Context: an optimization exercise on an open-source flow, tuned for small area. The choices shown serve that exercise and are no tape-out recipe. In this exercise RTL edits were held to simulation tests only and were not proved equivalent to the original. The flow treats the clock pin as an ideal source, which a real chip does not have.

Setup of v29:
## sccb_responder
module sccb_responder #(
    parameter logic [6:0] DEV_ID = sccb_pkg::DEV_ID_DEFAULT
) (
    input  logic       sccb_clk,
    input  logic       sccb_reset,
    input  logic       sio_c_in,
    input  logic       sio_d_in,
    output logic       sio_d_oe,
    output logic       sio_d_out,
    output logic       wr_strobe,
    output logic [7:0] wr_addr,
    output logic [7:0] wr_data,
    output logic       busy
);
    logic scl_s, scl_rise_s, scl_fall_s;
    logic sda_s, sda_rise_s, sda_fall_s;
    logic start_s, stop_s;
    sccb_sync_edge u_sync_c (
        .clk   (sccb_clk),
        .reset (sccb_reset),
        .din   (sio_c_in),
        .sync  (scl_s),
        .rise  (scl_rise_s),
        .fall  (scl_fall_s)
    );
    sccb_sync_edge u_sync_d (
        .clk   (sccb_clk),
        .reset (sccb_reset),
        .din   (sio_d_in),
        .sync  (sda_s),
        .rise  (sda_rise_s),
        .fall  (sda_fall_s)
    );
    assign start_s = sda_fall_s & scl_s;
    assign stop_s  = sda_rise_s & scl_s;
    sccb_pkg::state_t state_r, state_s;
    logic [3:0]       cnt_r, cnt_s;       
  ...
Size in the first run: roughly 2100 flip-flops, ~24 I/O pins.
clock: 10.0 ns
lec_check: 0
cap_margin: 20
core_margin: 2
core_utilization: 40
slew_margin: 20
standard.sh (not shown) runs the stock make flow with config.mk's settings and CLKGATE_MAP_FILE= SYNTH_SCRIPT=/design/flow/synth_recipe.tcl, a recipe that flattens the netlist after the stock synthesis.
==> flow/flow/run.sh <==
#!/bin/bash
# Standard layout, with small port buffers, a clock tree built without dummy
# loads, and clock leaf nets rebalanced after CTS where their slew is too high.
set -euo pipefail
export BUFFER_PORTS_ARGS="-buffer_cell sky130_fd_sc_hd__buf_1"
export CTS_ARGS="-sink_clustering_enable -repair_clock_nets -dont_use_dummy_load -sink_clustering_size 40 -sink_clustering_max_diameter 80 -buf_list sky130_fd_sc_hd__buf_12"
export POST_CTS_TCL="$PWD/flow/post_cts.tcl"
export CLK_SLEW_TARGET_NS=0.122
bash standard.sh finish > make_finish.log 2>&1
==> flow/flow/post_cts.tcl <==
# After clock tree synthesis: rebalance the clock leaf nets so that no
# flip-flop clock pin's estimated slew exceeds the target. A leaf net over the
# target hands its sink farthest from its buffer to the nearest other leaf
# buffer that has slew to spare; a leaf with no such neighbour is split in two
# with a new buffer of the same type, driven from the same parent net.
set slew_target [expr {[info exists ::env(CLK_SLEW_TARGET_NS)] ? $::env(CLK_SLEW_TARGET_NS) : 0.120}]
set spare 0.006
set block [ord::get_db_block]

proc inst_xy {inst} {
  set box [$inst getBBox]
  return [list [expr {([$box xMin] + [$box xMax]) / 2}] [expr {([$box yMin] + [$box yMax]) / 2}]]
}

# Leaf nets: clock nets driven by a buffer whose loads are all clock pins.
proc leaf_info {} {
  global block
  set leaves {}
  foreach net [$block getNets] {
    if {[$net getSigType] ne "CLOCK"} { continue }
    set drv ""; set n 0; set ok 1
    foreach t [$net getITerms] {
      if {[$t isOutputSignal]} { set drv $t; continue }
      if {[[$t getMTerm] getName] ne "CLK"} { set ok 0; break }
      incr n
    }
    if {$ok && $drv ne "" && $n > 0} { lappend leaves $net }
  }
  return $leaves
}

proc net_worst {net} {
  set w 0
  foreach t [$net getITerms] {
    if {[$t isOutputSignal]} { continue }
    set pin [sta::db_pin_to_sta $t]
    set s [get_property $pin slew_max]
    if {$s > $w} { set w $s }
  }
  return $w
}

proc net_driver {net} {
  foreach t [$net getITerms] { if {[$t isOutputSignal]} { return [$t getInst] } }
  return ""
}

set moves 0
set splits 0
for {set iter 0} {$iter < 400} {incr iter} {
  estimate_parasitics -placement
  set leaves [leaf_info]
  set worst_net ""; set worst 0
  set slews [dict create]
  foreach net $leaves {
    set w [net_worst $net]
    dict set slews [$net getName] $w
    if {$w > $worst} { set worst $w; set worst_net $net }
  }
  if {$worst <= $slew_target} { break }
  set dinst [net_driver $worst_net]
  lassign [inst_xy $dinst] dx dy
  # the sink farthest from its buffer
  set far ""; set fd -1
  foreach t [$worst_net getITerms] {
    if {[$t isOutputSignal]} { continue }
    lassign [inst_xy [$t getInst]] x y
    set d [expr {abs($x - $dx) + abs($y - $dy)}]
    if {$d > $fd} { set fd $d; set far $t }
  }
  lassign [inst_xy [$far getInst]] fx fy
  # nearest other leaf buffer with slew to spare
  set best ""; set bd -1
  foreach net $leaves {
    if {$net eq $worst_net} { continue }
    if {[dict get $slews [$net getName]] > $slew_target - $spare} { continue }
    lassign [inst_xy [net_driver $net]] x y
    set d [expr {abs($x - $fx) + abs($y - $fy)}]
    if {$bd < 0 || $d < $bd} { set bd $d; set best $net }
  }
  if {$best ne "" && $bd <= 2 * $fd + 20000} {
    $far disconnect
    $far connect $best
    incr moves
    continue
  }
  # split: move the half of the sinks on one side to a new buffer
  set sinks {}
  foreach t [$worst_net getITerms] { if {![$t isOutputSignal]} { lappend sinks $t } }
  set xs {}; set ys {}
  foreach t $sinks { lassign [inst_xy [$t getInst]] x y; lappend xs $x; lappend ys $y }
  set ddx [expr {[tcl::mathfunc::max {*}$xs] - [tcl::mathfunc::min {*}$xs]}]
  set ddy [expr {[tcl::mathfunc::max {*}$ys] - [tcl::mathfunc::min {*}$ys]}]
  set idx [expr {$ddx >= $ddy ? 0 : 1}]
  set keyed {}
  foreach t $sinks { lappend keyed [list [lindex [inst_xy [$t getInst]] $idx] $t] }
  set keyed [lsort -integer -index 0 $keyed]
  set moved [lrange $keyed [expr {[llength $keyed] / 2}] end]
  set parent ""
  foreach t [$dinst getITerms] { if {[$t isInputSignal]} { set parent [$t getNet] } }
  set ninst [odb::dbInst_create $block [$dinst getMaster] "clkfix_buf_$splits"]
  set nnet [odb::dbNet_create $block "clkfix_net_$splits"]
  incr splits
  $nnet setSigType CLOCK
  set sx 0; set sy 0
  foreach k $moved {
    set t [lindex $k 1]
    lassign [inst_xy [$t getInst]] x y
    set sx [expr {$sx + $x}]; set sy [expr {$sy + $y}]
    $t disconnect
    $t connect $nnet
  }
  set n [llength $moved]
  $ninst setLocation [expr {$sx / $n}] [expr {$sy / $n}]
  $ninst setPlacementStatus PLACED
  foreach t [$ninst getITerms] {
    if {[$t isInputSignal]} { $t connect $parent }
    if {[$t isOutputSignal]} { $t connect $nnet }
  }
}
puts "post_cts: $moves sinks moved, $splits leaf buffers added, worst leaf slew $worst after $iter rounds"
if {$splits > 0} { detailed_placement }
estimate_parasitics -placement
v29: it failed with a tool error in clock tree synthesis (4_1_cts), so there are no final results.
Modified inputs, v22 compared to v29
- setting PLACE_DENSITY to 0.7 for the first time
==> flow/flow/run.sh <==
#!/bin/bash
# Standard layout, with small port buffers, a clock tree built without dummy
# loads, and clock leaf nets rebalanced after CTS where their slew is too high.
set -euo pipefail
export BUFFER_PORTS_ARGS="-buffer_cell sky130_fd_sc_hd__buf_1"
export CTS_ARGS="-sink_clustering_enable -repair_clock_nets -dont_use_dummy_load -sink_clustering_size 34 -sink_clustering_max_diameter 65 -buf_list sky130_fd_sc_hd__buf_12"
export POST_CTS_TCL="$PWD/flow/post_cts.tcl"
export CLK_SLEW_TARGET_NS=0.123
bash standard.sh finish > make_finish.log 2>&1
diff --git a/flow/flow/post_cts.tcl b/flow/flow/post_cts.tcl
--- a/flow/flow/post_cts.tcl
+++ b/flow/flow/post_cts.tcl
@@ -5,6 +5,6 @@
 # with a new buffer of the same type, driven from the same parent net.
 set slew_target [expr {[info exists ::env(CLK_SLEW_TARGET_NS)] ? $::env(CLK_SLEW_TARGET_NS) : 0.120}]
-set spare 0.006
-set block [ord::get_db_block]
+set ::pc_spare 0.006
+set ::pc_block [ord::get_db_block]
 
 proc inst_xy {inst} {
@@ -15,7 +15,6 @@
 # Leaf nets: clock nets driven by a buffer whose loads are all clock pins.
 proc leaf_info {} {
-  global block
   set leaves {}
-  foreach net [$block getNets] {
+  foreach net [$::pc_block getNets] {
     if {[$net getSigType] ne "CLOCK"} { continue }
     set drv ""; set n 0; set ok 1
@@ -30,13 +29,13 @@
 }
 
-proc net_worst {net} {
-  set w 0
-  foreach t [$net getITerms] {
-    if {[$t isOutputSignal]} { continue }
-    set pin [sta::db_pin_to_sta $t]
+# Worst clock pin slew per net name.
+proc net_slews {} {
+  set d [dict create]
+  foreach pin [get_pins -hierarchical */CLK] {
     set s [get_property $pin slew_max]
-    if {$s > $w} { set w $s }
+    set name [[[sta::sta_to_db_pin $pin] getNet] getName]
+    if {![dict exists $d $name] || [dict get $d $name] < $s} { dict set d $name $s }
   }
-  return $w
+  return $d
 }
 
@@ -52,8 +51,7 @@
   set leaves [leaf_info]
   set worst_net ""; set worst 0
-  set slews [dict create]
+  set slews [net_slews]
   foreach net $leaves {
-    set w [net_worst $net]
-    dict set slews [$net getName] $w
+    set w [dict get $slews [$net getName]]
     if {$w > $worst} { set worst $w; set worst_net $net }
   }
@@ -74,5 +72,5 @@
   foreach net $leaves {
     if {$net eq $worst_net} { continue }
-    if {[dict get $slews [$net getName]] > $slew_target - $spare} { continue }
+    if {[dict get $slews [$net getName]] > $slew_target - $::pc_spare} { continue }
     lassign [inst_xy [net_driver $net]] x y
     set d [expr {abs($x - $fx) + abs($y - $fy)}]
@@ -99,6 +97,6 @@
   set parent ""
   foreach t [$dinst getITerms] { if {[$t isInputSignal]} { set parent [$t getNet] } }
-  set ninst [odb::dbInst_create $block [$dinst getMaster] "clkfix_buf_$splits"]
-  set nnet [odb::dbNet_create $block "clkfix_net_$splits"]
+  set ninst [odb::dbInst_create $::pc_block [$dinst getMaster] "clkfix_buf_$splits"]
+  set nnet [odb::dbNet_create $::pc_block "clkfix_net_$splits"]
   incr splits
   $nnet setSigType CLOCK
Looking at the reports, v22 completed the entire flow and the layout it produced met the timing, DRC and antenna checks.
Re cell area after placement: no difference whatsoever between v29 and v22.
v22 vs. v29: number of enable-type register cells in the synthesized netlist stayed essentially flat, synthesized area stayed essentially flat, HPWL reported at the end of detailed placement shrank by 2.3%, synthesized cell count barely changed.
Between v29 and v22, the difference in number of port buffers is negligible.
Of v29 and v22, v29 shows the higher global placer's final weighted congestion, with v22 below it.
The inputs of v55 differ from those of v22 as listed below.
- PLACE_DENSITY removed (was 0.7)
==> flow/flow/run.sh <==
#!/bin/bash
# Standard layout, with small port buffers, a clock tree built without dummy
# loads, and clock leaf nets rebalanced after CTS where their slew is too high.
set -euo pipefail
export BUFFER_PORTS_ARGS="-buffer_cell sky130_fd_sc_hd__buf_1"
export CTS_ARGS="-sink_clustering_enable -repair_clock_nets -dont_use_dummy_load -sink_clustering_size 36 -sink_clustering_max_diameter 70 -buf_list sky130_fd_sc_hd__buf_12"
export POST_CTS_TCL="$PWD/flow/post_cts.tcl"
export CLK_SLEW_TARGET_NS=0.122
bash standard.sh finish > make_finish.log 2>&1
diff --git a/flow/flow/post_cts.tcl b/flow/flow/post_cts.tcl
--- a/flow/flow/post_cts.tcl
+++ b/flow/flow/post_cts.tcl
@@ -5,6 +5,6 @@
 # with a new buffer of the same type, driven from the same parent net.
 set slew_target [expr {[info exists ::env(CLK_SLEW_TARGET_NS)] ? $::env(CLK_SLEW_TARGET_NS) : 0.120}]
-set ::pc_spare 0.006
-set ::pc_block [ord::get_db_block]
+set spare 0.006
+set block [ord::get_db_block]
 
 proc inst_xy {inst} {
@@ -15,6 +15,7 @@
 # Leaf nets: clock nets driven by a buffer whose loads are all clock pins.
 proc leaf_info {} {
+  global block
   set leaves {}
-  foreach net [$::pc_block getNets] {
+  foreach net [$block getNets] {
     if {[$net getSigType] ne "CLOCK"} { continue }
     set drv ""; set n 0; set ok 1
@@ -29,13 +30,13 @@
 }
 
-# Worst clock pin slew per net name.
-proc net_slews {} {
-  set d [dict create]
-  foreach pin [get_pins -hierarchical */CLK] {
+proc net_worst {net} {
+  set w 0
+  foreach t [$net getITerms] {
+    if {[$t isOutputSignal]} { continue }
+    set pin [sta::db_pin_to_sta $t]
     set s [get_property $pin slew_max]
-    set name [[[sta::sta_to_db_pin $pin] getNet] getName]
-    if {![dict exists $d $name] || [dict get $d $name] < $s} { dict set d $name $s }
+    if {$s > $w} { set w $s }
   }
-  return $d
+  return $w
 }
 
@@ -51,7 +52,8 @@
   set leaves [leaf_info]
   set worst_net ""; set worst 0
-  set slews [net_slews]
+  set slews [dict create]
   foreach net $leaves {
-    set w [dict get $slews [$net getName]]
+    set w [net_worst $net]
+    dict set slews [$net getName] $w
     if {$w > $worst} { set worst $w; set worst_net $net }
   }
@@ -72,5 +74,5 @@
   foreach net $leaves {
     if {$net eq $worst_net} { continue }
-    if {[dict get $slews [$net getName]] > $slew_target - $::pc_spare} { continue }
+    if {[dict get $slews [$net getName]] > $slew_target - $spare} { continue }
     lassign [inst_xy [net_driver $net]] x y
     set d [expr {abs($x - $fx) + abs($y - $fy)}]
@@ -97,6 +99,6 @@
   set parent ""
   foreach t [$dinst getITerms] { if {[$t isInputSignal]} { set parent [$t getNet] } }
-  set ninst [odb::dbInst_create $::pc_block [$dinst getMaster] "clkfix_buf_$splits"]
-  set nnet [odb::dbNet_create $::pc_block "clkfix_net_$splits"]
+  set ninst [odb::dbInst_create $block [$dinst getMaster] "clkfix_buf_$splits"]
+  set nnet [odb::dbNet_create $block "clkfix_net_$splits"]
   incr splits
   $nnet setSigType CLOCK
[summary]
- Any difference in simple-gate share of the synthesized area between v22 and v55 is small enough to ignore.
- Going from v22 to v55, the minimum setup slack after placement was found to have gone up by 0.083 ns.
- Summary across v22 and v55: the single failing run is v55.
- v55 got as far as clock tree synthesis (4_1_cts), where a tool error ended the run.
- Comparing v55 against v22, there is no change at all in synthesized cell count.
- Estimated wirelength of the detail-placed design of v55 exceeds that of v22 by a few percent.
- As far as synthesized area goes, v22 and v55 are indistinguishable; the numbers are identical.
Input-level comparison between v1 and v55:
- PLACE_DENSITY: unset -> 0.75
- CORE_UTILIZATION: 40 -> 50
==> flow/flow/run.sh <==
#!/bin/bash
# Standard layout, with small port buffers, a clock tree built without dummy
# loads, and clock leaf nets rebalanced after CTS where their slew is too high.
set -euo pipefail
export BUFFER_PORTS_ARGS="-buffer_cell sky130_fd_sc_hd__buf_1"
export CTS_ARGS="-sink_clustering_enable -repair_clock_nets -dont_use_dummy_load -sink_clustering_size 36 -sink_clustering_max_diameter 60 -buf_list sky130_fd_sc_hd__buf_12"
export POST_CTS_TCL="$PWD/flow/post_cts.tcl"
export CLK_SLEW_TARGET_NS=0.122
bash standard.sh finish > make_finish.log 2>&1
diff --git a/flow/flow/post_cts.tcl b/flow/flow/post_cts.tcl
--- a/flow/flow/post_cts.tcl
+++ b/flow/flow/post_cts.tcl
@@ -5,6 +5,6 @@
 # with a new buffer of the same type, driven from the same parent net.
 set slew_target [expr {[info exists ::env(CLK_SLEW_TARGET_NS)] ? $::env(CLK_SLEW_TARGET_NS) : 0.120}]
-set spare 0.006
-set block [ord::get_db_block]
+set ::pc_spare 0.006
+set ::pc_block [ord::get_db_block]
 
 proc inst_xy {inst} {
@@ -15,7 +15,6 @@
 # Leaf nets: clock nets driven by a buffer whose loads are all clock pins.
 proc leaf_info {} {
-  global block
   set leaves {}
-  foreach net [$block getNets] {
+  foreach net [$::pc_block getNets] {
     if {[$net getSigType] ne "CLOCK"} { continue }
     set drv ""; set n 0; set ok 1
@@ -30,13 +29,13 @@
 }
 
-proc net_worst {net} {
-  set w 0
-  foreach t [$net getITerms] {
-    if {[$t isOutputSignal]} { continue }
-    set pin [sta::db_pin_to_sta $t]
+# Worst clock pin slew per net name.
+proc net_slews {} {
+  set d [dict create]
+  foreach pin [get_pins -hierarchical */CLK] {
     set s [get_property $pin slew_max]
-    if {$s > $w} { set w $s }
+    set name [[[sta::sta_to_db_pin $pin] getNet] getName]
+    if {![dict exists $d $name] || [dict get $d $name] < $s} { dict set d $name $s }
   }
-  return $w
+  return $d
 }
 
@@ -52,8 +51,7 @@
   set leaves [leaf_info]
   set worst_net ""; set worst 0
-  set slews [dict create]
+  set slews [net_slews]
   foreach net $leaves {
-    set w [net_worst $net]
-    dict set slews [$net getName] $w
+    set w [dict get $slews [$net getName]]
     if {$w > $worst} { set worst $w; set worst_net $net }
   }
@@ -74,5 +72,5 @@
   foreach net $leaves {
     if {$net eq $worst_net} { continue }
-    if {[dict get $slews [$net getName]] > $slew_target - $spare} { continue }
+    if {[dict get $slews [$net getName]] > $slew_target - $::pc_spare} { continue }
     lassign [inst_xy [net_driver $net]] x y
     set d [expr {abs($x - $fx) + abs($y - $fy)}]
@@ -99,6 +97,6 @@
   set parent ""
   foreach t [$dinst getITerms] { if {[$t isInputSignal]} { set parent [$t getNet] } }
-  set ninst [odb::dbInst_create $block [$dinst getMaster] "clkfix_buf_$splits"]
-  set nnet [odb::dbNet_create $block "clkfix_net_$splits"]
+  set ninst [odb::dbInst_create $::pc_block [$dinst getMaster] "clkfix_buf_$splits"]
+  set nnet [odb::dbNet_create $::pc_block "clkfix_net_$splits"]
   incr splits
   $nnet setSigType CLOCK
==> notes.md <==
v1 went all the way through the flow, and no timing, DRC or antenna check failed. v55 -> v1: adder and majority cell fraction of the synthesized area delta 0, exact match. Delta(setup slack at placement, v1 - v55) < 0. As far as post-synthesis sequential area ratio goes, v55 and v1 are indistinguishable; the numbers are identical. Re number of nets in the synthesized netlist: no difference whatsoever between v1 and v55. The higher vertical die dimension of v1 and v55 is in v55. From v55 to v1 the numbers moved as follows: fraction of synthesis flops using an asynchronous set or reset pin shows no meaningful change, estimated wirelength of the detail-placed design rose 720 um, routability congestion estimate neither gained nor lost much, placed cell count decreased 324. Going from v55 to v1, die span in x shrank by more than 10%. v1 vs v55: site row count down.

-- re-timing with driven ports --
The flow's constraints put no driver on any port. The routed layouts listed below were extracted and timed again, unchanged, in two steps. Step 1 assumes that a clkbuf_16 drives the clock port and a buf_2 every other input. Step 2, shift: input delay + t, output delay - t, t = (earliest + latest rising clock arrival at the registers) / 2. This alone moves slack from input paths to output paths. Three values: ideal ports, drivers, drivers and shift; two values: the first two.
run	t (ns)	setup slack, ns	worst data-port slew with drivers (ns)
v22	0.615	6.378 / 6.316 / 6.932	0.03
v1	0.639	6.188 / 6.122 / 6.760	0.03
After both steps every run listed still meets setup and hold.
